What follows belongs to an exercise in optimizing a design on an open flow for small area, a short achievable clock period and few clock cycles per item; a production flow would make more cautious choices.
In this exercise RTL edits were held to simulation tests only and were not proved equivalent to the original.

==> flow/design.v, too long to show whole: its modules and the start of the top module <==
// module asin_iter: 3750 lines
module asin_iter (
    input  logic        clk,
    input  logic        rst,
    input  logic        start,
    input  logic [31:0] x,
    output logic        busy,
    output logic        done,
    output logic [31:0] asin,
    output logic        sat
);
  // ...
==> flow/run.sh <==
#!/bin/bash
# synth_recipe.tcl (not shown) runs the flow's synth.tcl, then flattens the netlist and writes it again
# the make line also repeats each setting of config.mk as NAME=value (left out here)
make -C /OpenROAD-flow-scripts/flow DESIGN_CONFIG=/design/flow/config.mk WORK_HOME=/design/flow/orfs CLKGATE_MAP_FILE= SYNTH_SCRIPT=/design/flow/synth_recipe.tcl finish
==> flow/config.mk <==
export PLATFORM = sky130hd
export DESIGN_NAME = asin_iter
export DESIGN_NICKNAME = asin_iter
export VERILOG_FILES = /design/flow/design.v
export SDC_FILE = /design/flow/constraint.sdc
export NUM_CORES = 4
export LEC_CHECK = 0
export CAP_MARGIN = 70
export CORE_MARGIN = 2
export CORE_UTILIZATION = 40
export SLEW_MARGIN = 70
==> flow/constraint.sdc <==
create_clock -name core_clock -period 130.0 [get_ports {clk}]
set_input_delay 26.0000 -clock core_clock [delete_from_list [all_inputs] [get_ports {clk}]]
set_output_delay 26.0000 -clock core_clock [all_outputs]
set_load 0.01 [all_outputs]
==> results.cfg, run 1 <==
[placed_design]
placement.io_buffers = 69
placed_area_um2 = 71800

[global_routing]
grt_use_met3_pct = 9.62
grt_max_degree = 65
antenna_found_initial = 3

[sta]
final_setup_violation_count = 0
drv_slew = 0
slew_headroom_pct = 64.5
hold_violations = 0

[logic_synthesis]
synth-warning-count = 1
share_of_async_settable_or_async_resettable_flops_after_synthesis_pct = 2.40
synth_top_flop_cell = edfxtp_1

[floorplanning]
floorplan.io_pins = 70

[final_layout]
numSequentialCells = 167
final_common_cell = inv_1
top_library_cells_by_usage_in_the_layout_fill_and_taps_aside = inv_1, nand2_1, a21oi_1, ha_1, o21ai_0
nNonClkInverters = 1162
multi_input_area_share_pct = 76.8

[route]
route.antenna.remaining_nets = 0
dr_wl_met2_mm = 129

[setup_path]
r2r_setup_slack_ps = 104620

[cts]
tritoncts_num_sinks = 167

[run_status]
outcome = timing/DRC/antenna clean
Testbench counts, summed over its fixed seeds: cycles 18,918, items 1,024.
==> run 2, diff against run 1 <==
--- a/flow/config.mk
+++ b/flow/config.mk
@@ -6,6 +6,7 @@
 export NUM_CORES = 4
 export LEC_CHECK = 0
-export CAP_MARGIN = 70
+export ABC_AREA = 1
+export CAP_MARGIN = 20
 export CORE_MARGIN = 2
 export CORE_UTILIZATION = 40
-export SLEW_MARGIN = 70
+export SLEW_MARGIN = 20
==> results.cfg, run 2 <==
[final_layout]
final_common_cell = inv_1
design.final.nets = 9768
largest_register = xr
area_growth_pct = 5.71
multi_input_comb_area_um2 = 48900
nFillCells = 16047
largest_reg_flops = 32
layout-drive-gt1-share_pct = 5.45
top_library_cells_by_usage_in_the_layout_fill_and_taps_aside = inv_1, nand2_1, ha_1, fa_1, a21oi_1
regArea_um2 = 4850
stdcell_area_um2 = 65100
reg.largest.list = xr x32, sin x20, am3 x19

[sta]
drv_slew = 0
hold_violations = 0
grt_setup_unrepaired = false
final.period_utilization_pct = 22.3
tns_ps = 0
achievable-frequency_mhz = 34.5
final_setup_violation_count = 0
worst_clock_skew_ps = 56.3
slew_headroom_pct = 19.0
post_layout_minimum_cycle_time_ps = 28990
worstMarginPinSlew_ps = 1210
worst_hold_slack_ps = 519

[cts]
ctsRootBufferMaster = clkbuf_16
tritoncts_num_sinks = 167
clk_path_buf_depth = 2
cts_htree_levels = 4
post-cts-setup-buffers = 0
postCtsResizedCells = 0
post_cts_hold_buffer_count = 0
insertion_delay_ps = 580
tritoncts_clock_tree = built
clk_transition_reported_paths_ps = 90
cts_made_buffers = 17

[global_routing]
grt_max_degree = 99
grt_use_met3_pct = 11.3
global_route.usage.met2_pct = 59.7
gr_peak_layer = met2
antenna_found_initial = 20
first_global_vias = 65110
grt.total_usage_pct = 40.3
first_pass_grt_wire_length_mm = 463
overflow = 0
gr-usage-met1_pct = 51.9

[logic_synthesis]
seq_total_area_yosys_pct = 7.88
synth.avg_cell_area_um2 = 7.18
share_of_async_settable_or_async_resettable_flops_after_synthesis_pct = 2.40
count_of_flip_flops_with_a_built_in_enable_after_synthesis = 149
synth_fp_nets = 9974
synth_commonest_cells = inv_1, nand2_1, ha_1, fa_1, a21oi_1
synth_top_flop_cell = edfxtp_1
synth-warning-count = 1
synth_top_area_cell = fa_1
yosys.cell_types.count = 70
post-synth-top-area-fraction_pct = 21.2
synth.ff_latch_count = 167
post_synth_main_area_contributors = fa_1, ha_1, inv_1, nand2_1, edfxtp_1
synth_most_common_cell = inv_1
syn-cell-area_um2 = 61600
cells_after_synthesis = 8583

[placed_design]
placed_area_um2 = 64500
dp.final_hpwl_mm = 242
gp_routability_congestion = 1.03
placement.io_buffers = 69

[floorplanning]
die_outline_area_um2 = 157000
area_of_the_placeable_core_um2 = 152000
floorplan.io_pins = 70
floorplan.die.width_um = 396
die_height_um = 396
num_rows = 143
initial_core_util_pct = 40.4

[route]
via_count = 66543
drt_drc_violations_left = 0
route.antenna.remaining_nets = 0
detailedRoute.firstIterationViolations = 8722
wirelength_mm = 323
viasPerCell = 6.38
routedWlPerCell_um = 31.0
drt_pass_1_iters = 8

[setup_path]
crit_path_max_fanout = 58
end_kind = flop
critPathKind = flop to flop
cp_launch_type = flop
worst-endpoint-arrival_ps = 29330
critical_path_data_required_time_ps = 130350
critPathMostFrequentCell = nand2_1
crit_slowest_cell = edfxtp_1
cpPeakStageDelay_ps = 910

[flow_run]
max-cap-violations = 0

[hold_path]
timing.hold.worst.class = flop to flop

[run_status]
outcome = timing/DRC/antenna clean
[run 2: path summary, 6_finish.rpt]
path / start / to / slack, ps / depth (start not counted)
max: sin[4] / am1_n[13] / 101010 / 130
max in group asynchronous: rst / busy / 104210 / 2
min reg2reg: busy / busy / 520 / 2
min in group asynchronous: rst / state[0] / 25640 / 2
max reg2reg: sin[4] / am1_n[13] / 101010 / 130
min: busy / busy / 520 / 2
[run 2: cell families (layout without fill, tap and decap cells)]
group | after synthesis | count (layout) | synth area share (%)
other | 0 | 10 | 0
DFF | 167 | 167 | 7.88
AOI/OAI and AO/OA | 2148 | 2148 | 22.5
and+or+nand+nor | 2582 | 2582 | 17.7
buffers and inverters | 2080 | 1887 | 12.8
adders and majority gates | 1356 | 1356 | 35.5
muxes | 3 | 3 | 0.0508
xor gates and xnor gates | 247 | 247 | 3.60
[run 2: metrics by stage]
stage	utilization (%)	instances	setup slack, ps
after floorplan	-	8583	103210
after global placement	42.3	10388	101430
after detailed placement	42.3	10388	101470
after CTS	42.7	10420	101340
after global routing	42.7	10420	98640
final	42.7	10430	101010
[run 2: cell type report]
type / instances / area share, %
multi-input combinational: 6336 / 75.1
clock buffer: 21 / 0.773
tap: 2030 / 3.90
antenna: 10 / 0.0384
clock inverter: 11 / 0.183
sequential: 167 / 7.46
inverter: 1588 / 9.16
timing repair buffer: 267 / 3.38
[run 2: worst max-delay path: cells and delay by family (launching register included)]
kind,cells,cell delay (ps)
AO/OA/AOI/OAI,41,8200
XOR/XNOR,2,590
adder cells (fa/ha/maj),22,9480
buffers and inverters,15,2710
flip-flops,1,910
AND/OR/NAND/NOR,50,6820
[run 2: metal layers]
| metal | vias to the layer above | routed length, µm |
|---|---|---|
| met5 | - | 127 |
| met4 | 18 | 23900 |
| met3 | 1243 | 38300 |
| met2 | 4566 | 135000 |
| met1 | 32132 | 125000 |
| li1 | 28584 | - |
==> run 3, diff against run 2 <==
--- a/flow/config.mk
+++ b/flow/config.mk
@@ -6,5 +6,4 @@
 export NUM_CORES = 4
 export LEC_CHECK = 0
-export ABC_AREA = 1
 export CAP_MARGIN = 20
 export CORE_MARGIN = 2
==> results.cfg, run 3 <==
[run_status]
outcome = timing/DRC/antenna clean

[setup_path]
critPathKind = flop to flop
crit_path_max_fanout = 37
cpPeakStageDelay_ps = 1020
timing.reg2reg.worst_path_depth = 86
crit_slowest_cell = edfxtp_1
cp_launch_type = flop
timing.rr.end = lo[11]
end_kind = flop
critical_path_data_required_time_ps = 130160
worst-endpoint-arrival_ps = 28570
r2r_setup_slack_ps = 101600
reg2reg_from = sin[2]
critPathMostFrequentCell = fa_1

[floorplanning]
floorplan.die.width_um = 408
die_height_um = 408
initial_core_util_pct = 40.2
num_rows = 148
area_of_the_placeable_core_um2 = 163000
die_outline_area_um2 = 167000
floorplan.io_pins = 70

[placed_design]
dp_worst_setup_slack_ps = 102130
placed_cells_incl_taps = 10516
gp_routability_congestion = 1.04
dp.final_hpwl_mm = 219
placement.io_buffers = 69

[sta]
post_layout_minimum_cycle_time_ps = 28400
achievable-frequency_mhz = 35.2
drv_slew = 0
worst_clock_skew_ps = 31.8
grt_setup_unrepaired = false
worstMarginPinSlew_ps = 1260
hold_violations = 0
final_setup_violation_count = 0
post-route-worst-setup-slack_ps = 101600
slew_headroom_pct = 15.9
final.period_utilization_pct = 21.8
tns_ps = 0

[cts]
clk_path_buf_depth = 2
insertion_delay_ps = 550
tritoncts_num_sinks = 167
tritoncts_clock_tree = built
cts_made_buffers = 17
ctsRootBufferMaster = clkbuf_16
postCtsResizedCells = 0
cts_htree_levels = 4
post-cts-setup-buffers = 0
clk_transition_reported_paths_ps = 90
post_cts_hold_buffer_count = 0

[route]
route.antenna.remaining_nets = 0
wirelength_mm = 309
drt_drc_violations_left = 0
viasPerCell = 6.49
detailedRoute.firstIterationViolations = 10787
via_count = 68504
routedWlPerCell_um = 29.3
drt_pass_1_iters = 15

[logic_synthesis]
syn-cell-area_um2 = 65400
synth_top_area_cell = fa_1
synth.avg_cell_area_um2 = 7.54
yosys-mux-area-fraction_pct = 4.23
synth_fp_nets = 10070
share_of_async_settable_or_async_resettable_flops_after_synthesis_pct = 2.40
synth.ff_latch_count = 167
post_synth_main_area_contributors = fa_1, ha_1, edfxtp_1, inv_1, a21oi_1
count_of_flip_flops_with_a_built_in_enable_after_synthesis = 149
cells_after_synthesis = 8679
synthSimpleGateAreaFrac_pct = 14.8
adder_and_majority_gate_portion_of_the_synthesized_area_pct = 33.4
synth_top_flop_cell = edfxtp_1
synth_top_family_by_area = adder cells
seq_total_area_yosys_pct = 7.42
share_of_the_synthesized_area_in_compound_gates_ao_oa_aoi_oai_pct = 25.5
synth_most_common_cell = inv_1
yosys.area_share.xor_xnor_pct = 3.84
yosys.cell_types.count = 109
synth-warning-count = 1
synth_commonest_cells = inv_1, nand2_1, a21oi_1, ha_1, o21ai_0
post-synth-top-area-fraction_pct = 19.9

[hold_path]
timing.hold.worst_endpoint = state[0]
worst_hold_startpoint = state[0]
timing.hold.worst.class = flop to flop
hold_depth = 1

[flow_run]
max-cap-violations = 0

[final_layout]
design.final.nets = 9751
layout-drive-gt1-share_pct = 5.89
area_growth_pct = 5.94
reg.largest.list = xr x32, sin x20, am3 x19
top_library_cells_by_usage_in_the_layout_fill_and_taps_aside = inv_1, nand2_1, ha_1, a21oi_1, o21ai_0
regArea_um2 = 4860
final_core_util_pct = 42.6
final_common_cell = inv_1
largest_reg_flops = 32
largest_register = xr
multi_input_comb_area_um2 = 53800
nFillCells = 16701
post_layout_nonfiller_instances = 10549

[global_routing]
first_pass_grt_wire_length_mm = 455
first_global_vias = 67388
overflow = 0
grt.total_usage_pct = 36.1
antenna_found_initial = 5
grt_max_degree = 119
-- run 3: cell types whose count changed after synthesis, sizes merged, moves of 122 or more --
cell,before,now
clkbuf,376,614
o221ai,437,28
xor2,194,72
nor2,571,704
o21ai,392,715
xnor2,53,212
inv,1547,1154
nand3,292,96
o22ai,267,92
mux2i,2,218
a222oi,0,227
nand2,1490,786
-- run 3: worst max path at each step --
stage	startpoint	end	slack, ps	cells after the start
floorplan	hi[17]	asin[18]	103210	1
global route	sin[2]	lo[14]	99850	86
CTS	sin[2]	lo[13]	101990	85
finish	sin[2]	lo[11]	101600	86
global placement	sin[2]	lo[16]	102430	85
detailed placement	sin[2]	lo[16]	102130	85
-- run 3: layout make-up --
class | count | area share [%]
Antenna cell | 1 | 0.00361
Inverter | 1162 | 6.30
Clock inverter | 15 | 0.305
Multi-Input combinational cell | 6648 | 77.6
Timing Repair Buffer | 364 | 4.26
Clock buffer | 17 | 0.614
Sequential cell | 167 | 7.01
Tap cell | 2175 | 3.93
-- run 3: cell families (layout without fill, tap and decap cells) --
kind of cell             Yosys count  after routing
flip-flops                       167            167
other                              0              1
adder cells (fa/ha/maj)         1356           1356
XOR/XNOR                         284            284
AO/OA/AOI/OAI                   2574           2574
AND/OR/NAND/NOR                 2167           2167
buffers and inverters           1864           1558
multiplexers                     267            267
-- run 3: worst max-delay path: cells and delay by family (launching register included) --
kind	cells	cell delay, ps
adders and majority gates	22	10730
AOI/OAI and AO/OA	37	10280
and+or+nand+nor	16	4320
DFF	1	1020
buffers and inverters	9	1020
xor gates and xnor gates	2	530
-- run 3: metal layers --
layer	vias to the layer above	wire, µm	GRT usage (%)
met5	-	40	0
met4	6	22500	22.4
met3	1148	39000	9.25
met2	4824	128000	52.8
met1	32960	120000	47.5
li1	29566	-	-
-- run 3: through the flow --
stage,hold WS [ps],instance area [µm²]
floorplan,560,65400
detailed placement,501,68600
global route,541,69300
CTS,521,69300
finish,518,69300
global placement,499,68600

==> static timing again, ports no longer ideal <==
How much do the figures lean on ideal ports? The routed layouts below were timed once more, with nothing changed but the port constraints. Step 1 assumes that a clkbuf_16 drives the clock port and a buf_2 every other input. Step 2, shift: input delay + t, output delay - t, t = (earliest + latest rising clock arrival at the registers) / 2. This alone moves slack from input paths to output paths. Slacks: ideal / step 1 / step 2; pairs: ideal / step 1.
run | shift t [ns] | setup slack, ns | clock arrival spread, ns
run 1 | 0.607 | 102.138 / 102.063 / 102.670 | 0.021 / 0.021
run 2 | 0.617 | 101.013 / 101.013 / 101.013 | 0.056 / 0.057
run 3 | 0.606 | 101.596 / 101.596 / 101.596 | 0.031 / 0.032
After both steps setup and hold are still met in every run listed.
